What follows belongs to an exercise in optimizing a design on an open flow for small area, a short achievable clock period and few clock cycles per item; a production flow would make more cautious choices.
Function was checked by simulation only, so behaviour that the tests miss may differ from the original.
The flow treats the clock pin as an ideal source, which a real chip does not have.
Power figures rest on the tool's default switching activity, not on a simulated workload.

// fc_layer_mac
module fc_layer_mac #(
    parameter int IN_DIM      = 256,
    parameter int OUT_DIM     = 32,
    parameter int IN_W        = 8,
    parameter int W_W         = 8,
    parameter int ACC_W       = 32,
    parameter int OUT_SHIFT   = 7,
    parameter int BIAS_LSHIFT = 7,
    parameter int RELU        = 1,
    parameter int OUT_W       = 8,
    parameter int WA_W        = $clog2(IN_DIM * OUT_DIM),
    parameter int BA_W        = (OUT_DIM > 1) ? $clog2(OUT_DIM) : 1
) (
    input  logic                    clk,
    input  logic                    rst_n,
    input  logic                    in_valid,
    output logic                    in_ready,
    input  logic signed [IN_W-1:0]  in_data,
    output logic [WA_W-1:0]         w_addr,
    input  logic signed [W_W-1:0]   w_q,
    output logic [BA_W-1:0]         b_addr,
    input  logic signed [W_W-1:0]   b_q,
    output logic                    out_valid,
    input  logic                    out_ready,
    output logic signed [OUT_W-1:0] out_data,
    output logic [BA_W-1:0]         out_idx,
    output logic                    out_last,
    output logic                    busy
);
Size in the first run: roughly 850 flip-flops, about 21000 µm² of cells after synthesis.
Settings: LEC_CHECK=0, CAP_MARGIN=20, CORE_MARGIN=2, CORE_UTILIZATION=60, SLEW_MARGIN=20; clock period 9.0 ns.
standard.sh (not shown) runs the stock make flow with config.mk's settings and CLKGATE_MAP_FILE= SYNTH_SCRIPT=/design/flow/synth_recipe.tcl, a recipe that flattens the netlist after the stock synthesis.
==> flow/flow/run.sh <==
#!/bin/bash
# Own layout flow: the standard ORFS flow (standard.sh), unchanged
# synthesis, with extra ORFS make variables, one per line, from
# flow/knobs.txt (timing-repair target, clock-tree clustering, port buffer
# cell). ORFS keeps each tool's log under orfs/logs; make's own output goes
# to run_standard.log in this folder.
set -euo pipefail
mapfile -t KNOBS < <(grep -v '^#' flow/knobs.txt | grep -v '^[[:space:]]*$')
bash standard.sh "${KNOBS[@]}" finish > run_standard.log 2>&1
==> flow/flow/knobs.txt <==
SETUP_SLACK_MARGIN=6.20
CTS_CLUSTER_SIZE=30
CTS_CLUSTER_DIAMETER=80
BUFFER_PORTS_ARGS=-buffer_cell sky130_fd_sc_hd__buf_2
Testbench counts at the start, summed over its fixed seeds: cycles 262,968, vectors 32.
Then changed:
==> flow/flow/knobs.txt (replaced) <==
SETUP_SLACK_MARGIN=6.27
CTS_CLUSTER_SIZE=30
CTS_CLUSTER_DIAMETER=80
BUFFER_PORTS_ARGS=-buffer_cell sky130_fd_sc_hd__buf_2
CTS_ARGS=-sink_clustering_enable -repair_clock_nets -sink_clustering_size 30 -sink_clustering_max_diameter 80 -dont_use_dummy_load
The changed run ran to the end with no violations.
Utilization stays flat.
Synthesized area does not change.
Register-to-register slack improves by 0.02 ns.
Worst setup slack improves by 0.026 ns.
Routed wire length increases by 0.52%.
Sequential share of layout area hardly moves.
Final cell count hardly moves.
Design area hardly moves.
Then changed:
==> flow/flow/knobs.txt (replaced) <==
SETUP_SLACK_MARGIN=6.3
CTS_CLUSTER_SIZE=30
CTS_CLUSTER_DIAMETER=80
BUFFER_PORTS_ARGS=-buffer_cell sky130_fd_sc_hd__buf_2
--- a/flow/config.mk
+++ b/flow/config.mk
@@ -8,4 +8,4 @@
 export CAP_MARGIN = 20
 export CORE_MARGIN = 2
-export CORE_UTILIZATION = 60
+export CORE_UTILIZATION = 40
 export SLEW_MARGIN = 20
The new run finished clean.
Design area went up by a few percent.
Die area went up by well over a third.
Setup slack gets worse by 0.044 ns.
Synthesized cell count stays the same.
Utilization went down by 21 points.
Count of clock-buffer cells in the layout went up by 6.
Hold slack gets better by 0.033 ns.
Then changed:
==> flow/flow/knobs.txt (replaced) <==
SETUP_SLACK_MARGIN=6.20
CTS_CLUSTER_SIZE=30
CTS_CLUSTER_DIAMETER=80
BUFFER_PORTS_ARGS=-buffer_cell sky130_fd_sc_hd__buf_2
CTS_ARGS=-sink_clustering_enable -repair_clock_nets -sink_clustering_size 30 -sink_clustering_max_diameter 80 -dont_use_dummy_load
--- a/flow/config.mk
+++ b/flow/config.mk
@@ -8,4 +8,4 @@
 export CAP_MARGIN = 20
 export CORE_MARGIN = 2
-export CORE_UTILIZATION = 40
+export CORE_UTILIZATION = 60
 export SLEW_MARGIN = 20
Sequential cell count does not change.
Area after synthesis does not change.
Routed wire length came out lower by a few percent.
Maximum frequency came out higher slightly.
Clock-buffer cell count came out lower by 7.
Clock power came out lower by a little under a tenth.
Critical path depth is unchanged.
Final cell count came out lower by roughly a tenth.
Then changed:
==> flow/flow/run.sh (replaced) <==
#!/bin/bash
# Own layout flow: the standard ORFS flow (standard.sh), unchanged
# synthesis, with extra ORFS make variables, one per line, from
# flow/knobs.txt (timing-repair target, clock-tree clustering, port buffer
# cell), and flow/post_cts.tcl run at the end of the CTS step to drop the
# clock tree's middle buffer level. ORFS keeps each tool's log under
# orfs/logs; make's own output goes to run_standard.log in this folder.
set -euo pipefail
mapfile -t KNOBS < <(grep -v '^#' flow/knobs.txt | grep -v '^[[:space:]]*$')
bash standard.sh "${KNOBS[@]}" "POST_CTS_TCL=$PWD/flow/post_cts.tcl" finish > run_standard.log 2>&1
==> flow/flow/knobs.txt (replaced) <==
SETUP_SLACK_MARGIN=6.20
CTS_CLUSTER_SIZE=30
CTS_CLUSTER_DIAMETER=80
BUFFER_PORTS_ARGS=-buffer_cell sky130_fd_sc_hd__buf_2
==> flow/flow/post_cts.tcl (new file) <==
# Sourced by ORFS's CTS step after clock tree synthesis and its timing repair
# (POST_CTS_TCL). Flattens the clock tree by one level: the leaf clock
# buffers are driven straight from the root buffer's net and the middle-level
# buffers that drove them are removed. Every register still gets its clock
# through the root buffer and its leaf buffer; only the common insertion delay
# shrinks.
set block [ord::get_db_block]
set root [$block findInst clkbuf_0_clk]
set root_net [[$root findITerm X] getNet]
set removed 0
foreach it [$root_net getITerms] {
  set inst [$it getInst]
  if {$inst == $root} { continue }
  set name [$inst getName]
  if {![string match "clkbuf_*__f_clk" $name]} { continue }
  set out_net [[$inst findITerm X] getNet]
  set loads {}
  foreach lt [$out_net getITerms] {
    if {[$lt getInst] != $inst} { lappend loads $lt }
  }
  foreach lt $loads {
    $lt disconnect
    $lt connect $root_net
  }
  [$inst findITerm X] disconnect
  [$inst findITerm A] disconnect
  odb::dbInst_destroy $inst
  odb::dbNet_destroy $out_net
  incr removed
}
puts "post_cts: removed $removed middle-level clock buffers; root net has [llength [$root_net getITerms]] pins"
estimate_parasitics -placement
report_clock_min_period
After rerunning:
- The new run finished clean
- power fell by 0.61%
- worst setup slack loses 0.12 ns
- critical path depth is unchanged
- synthesized area stays the same
- combinational power hardly moves
- wire length hardly moves
- cell area stays flat
Then changed:
==> flow/flow/run.sh (replaced) <==
#!/bin/bash
# Own layout flow: the standard ORFS flow (standard.sh), unchanged
# synthesis, with extra ORFS make variables, one per line, from
# flow/knobs.txt (timing-repair target, clock-tree clustering, port buffer
# cell). ORFS keeps each tool's log under orfs/logs; make's own output goes
# to run_standard.log in this folder.
set -euo pipefail
mapfile -t KNOBS < <(grep -v '^#' flow/knobs.txt | grep -v '^[[:space:]]*$')
bash standard.sh "${KNOBS[@]}" finish > run_standard.log 2>&1
==> flow/flow/knobs.txt (replaced) <==
SETUP_SLACK_MARGIN=6.10
CTS_CLUSTER_SIZE=30
CTS_CLUSTER_DIAMETER=80
BUFFER_PORTS_ARGS=-buffer_cell sky130_fd_sc_hd__buf_2
removed: flow/flow/post_cts.tcl
Outcome: First-iteration DRC count went down by 8.1%; utilization went down by 0.30 points; register-to-register slack is worse by 0.04 ns.


Setup of v51:
fc_layer_mac again, from the RTL that the note above started with.
clock: 9.0 ns
lec_check: 0
cap_margin: 20
core_margin: 2
core_utilization: 60
slew_margin: 20
==> flow/flow/run.sh <==
#!/bin/bash
# Own layout flow: the standard ORFS flow (standard.sh), unchanged
# synthesis, with extra ORFS make variables, one per line, from
# flow/knobs.txt (timing-repair target, clock-tree clustering, port buffer
# cell). ORFS keeps each tool's log under orfs/logs; make's own output goes
# to run_standard.log in this folder.
set -euo pipefail
mapfile -t KNOBS < <(grep -v '^#' flow/knobs.txt | grep -v '^[[:space:]]*$')
bash standard.sh "${KNOBS[@]}" finish > run_standard.log 2>&1
==> flow/flow/knobs.txt <==
SETUP_SLACK_MARGIN=6.3
CTS_CLUSTER_SIZE=30
CTS_CLUSTER_DIAMETER=80
BUFFER_PORTS_ARGS=-buffer_cell sky130_fd_sc_hd__buf_2
Testbench counts of v51, summed over its fixed seeds: cycles 262,968, vectors 32.
Modified inputs, v30 compared to v51
diff --git a/flow/flow/run.sh b/flow/flow/run.sh
--- a/flow/flow/run.sh
+++ b/flow/flow/run.sh
@@ -4 +4,2 @@
-# flow/knobs.txt (timing-repair target, clock-tree clustering, port buffer
+# flow/knobs.txt (timing-repair target, clock-tree clustering and options,
+# port buffer
==> flow/flow/knobs.txt <==
SETUP_SLACK_MARGIN=6.20
CTS_CLUSTER_SIZE=35
CTS_CLUSTER_DIAMETER=70
BUFFER_PORTS_ARGS=-buffer_cell sky130_fd_sc_hd__buf_2
CTS_ARGS=-sink_clustering_enable -repair_clock_nets -sink_clustering_size 35 -sink_clustering_max_diameter 70 -dont_use_dummy_load -balance_levels
## What came out
Clock power of v30 falls short of that of v51 by a few percent.
v30 against v51: setup slack went up; share of the clock period used by the worst path went down.
v30 vs v51 on remaining max-slew budget at the tightest pin: v30 is the higher one.
Relative to v51, power consumed by combinational cells has decreased by about 3.8% in v30.
Against v51, final total power in v30 came out better.
Side by side, met2 demand-to-capacity share in global routing turned out lower in v30 than in v51.
Of v51 and v30, the lower overall routed net length belongs to v30.
Run comparison: v30 source of the critical timing path od_o[0]; v51 source of the critical timing path od_o[4]
Final cell count (v30 vs. v51) decreases slightly
[inputs] v35 vs v30
- CORE_UTILIZATION changed from 60 to 75
diff --git a/flow/flow/run.sh b/flow/flow/run.sh
--- a/flow/flow/run.sh
+++ b/flow/flow/run.sh
@@ -4,2 +4 @@
-# flow/knobs.txt (timing-repair target, clock-tree clustering and options,
-# port buffer
+# flow/knobs.txt (timing-repair target, clock-tree clustering, port buffer
==> flow/flow/knobs.txt <==
SETUP_SLACK_MARGIN=6.20
CTS_CLUSTER_SIZE=30
CTS_CLUSTER_DIAMETER=80
BUFFER_PORTS_ARGS=-buffer_cell sky130_fd_sc_hd__buf_2
==> results.txt <==
Area taken by flip-flops and latches delta (v30 -> v35): insignificant
v30 → v35: post-route core utilization shows an increase of 17 points, cell area after layout shows an increase of about 0.7%.
On minimum clock period after layout, v35 does worse than v30.
#### Input delta (v26 over v35)
- changing CORE_UTILIZATION from 75 to 40
- setting ABC_AREA to 1 for the first time
==> flow/flow/knobs.txt <==
SETUP_SLACK_MARGIN=6.3
CTS_CLUSTER_SIZE=30
CTS_CLUSTER_DIAMETER=80
BUFFER_PORTS_ARGS=-buffer_cell sky130_fd_sc_hd__buf_2
Notes after the runs:
No stage failed in v26, and the final checks on the layout all came back clean.
Summary of the comparison: number of detailed-route iterations in the first pass is lower in v26, relative to v35.
Clock-cell share of area (higher): v26
Compared with v35, v26 shows a lower share of synthesized cell area in full adder, half adder and majority cells.
In v26 the buffers inserted during post-CTS setup optimization turned out 1 higher than in v35.
The core utilization reported for v26 is smaller than that of v35 by 38 points.
Number of violations of the max-capacitance limit: v35 vs v26 identical
> inputs changed (v26 -> v40)
- removing ABC_AREA (formerly 1)
- changing CORE_UTILIZATION from 40 to 60
==> flow/flow/knobs.txt <==
SETUP_SLACK_MARGIN=6.20
CTS_CLUSTER_SIZE=35
CTS_CLUSTER_DIAMETER=70
BUFFER_PORTS_ARGS=-buffer_cell sky130_fd_sc_hd__buf_2
CTS_ARGS=-sink_clustering_enable -repair_clock_nets -sink_clustering_size 35 -sink_clustering_max_diameter 70 -dont_use_dummy_load
### Flow results
- Highest attainable clock frequency on v40 is ahead of v26.
- v26 and v40 ended up with nearly the same register clock-pin slew on the reported worst setup and hold paths.
- Compared with v26, in v40 finished layout cell area saw a decrease, fraction of area in registers increased 4.1 points, share of the core filled with cells in the final layout increased by 21 points relative to the old numbers, global routing usage summed across all routing layers went up by 3.2 points.
- Source of the critical timing path: od_o[0] -> v40, busy_o -> v26
- Looking only at summed instance area of the synthesized netlist, and setting everything else aside, the higher value of v26 and v40 goes to v26.
- Endpoint arrival time on the critical path down 0.05 ns in v40 wrt v26
- Re total inserted antenna cells: no difference whatsoever between v40 and v26.

==> what the ideal ports hide <==
The flow's constraints put no driver on any port. The routed layouts listed below were extracted and timed again, unchanged, in two steps.
Step 1, drivers: a clkbuf_16 drives clk and a buf_2 each remaining input, both assumed.
Step 2 also shifts input and output timing later by t, the mid clock arrival at the registers, as if the neighbouring blocks saw the same clock.
a / b / c = no drivers / after step 1 / after step 2; a / b = the first two.
run	t, ns	slack for setup (ns)	worst hold slack (ns)	latest minus earliest clock arrival (ns)	slew at the worst register clock pin (ns)
the first run of note 1	0.588	6.182 / 6.127 / 5.828	0.326 / 0.326 / 0.326	0.026 / 0.026	0.11 / 0.11
the second run of note 1	0.567	6.209 / 6.153 / 5.781	0.293 / 0.293 / 0.293	0.069 / 0.069	0.10 / 0.10
the third run of note 1	0.598	6.164 / 6.112 / 5.816	0.326 / 0.326 / 0.326	0.024 / 0.024	0.11 / 0.11
the fourth run of note 1	0.572	6.199 / 6.144 / 5.836	0.298 / 0.298 / 0.298	0.045 / 0.045	0.11 / 0.11
the fifth run of note 1	0.694	6.084 / 6.029 / 5.826	0.324 / 0.324 / 0.324	0.020 / 0.020	0.11 / 0.11
the sixth run of note 1	0.605	6.163 / 6.106 / 5.671	0.329 / 0.329 / 0.329	0.013 / 0.013	0.11 / 0.11
v51	0.595	6.183 / 6.128 / 5.857	0.325 / 0.325 / 0.325	0.024 / 0.024	0.11 / 0.11
v30	0.568	6.201 / 6.145 / 5.780	0.267 / 0.267 / 0.267	0.067 / 0.067	0.12 / 0.12
v35	0.599	6.161 / 6.109 / 5.692	0.323 / 0.323 / 0.323	0.018 / 0.018	0.11 / 0.11
v26	0.619	6.155 / 6.100 / 5.816	0.321 / 0.321 / 0.321	0.025 / 0.025	0.10 / 0.10
v40	0.568	6.201 / 6.145 / 5.780	0.267 / 0.267 / 0.267	0.067 / 0.067	0.12 / 0.12
After both steps every run listed still meets setup and hold. The setup slack of the sixth run of note 1, which loses most, moves by -0.057 ns with the drivers and by -0.492 ns with both steps.
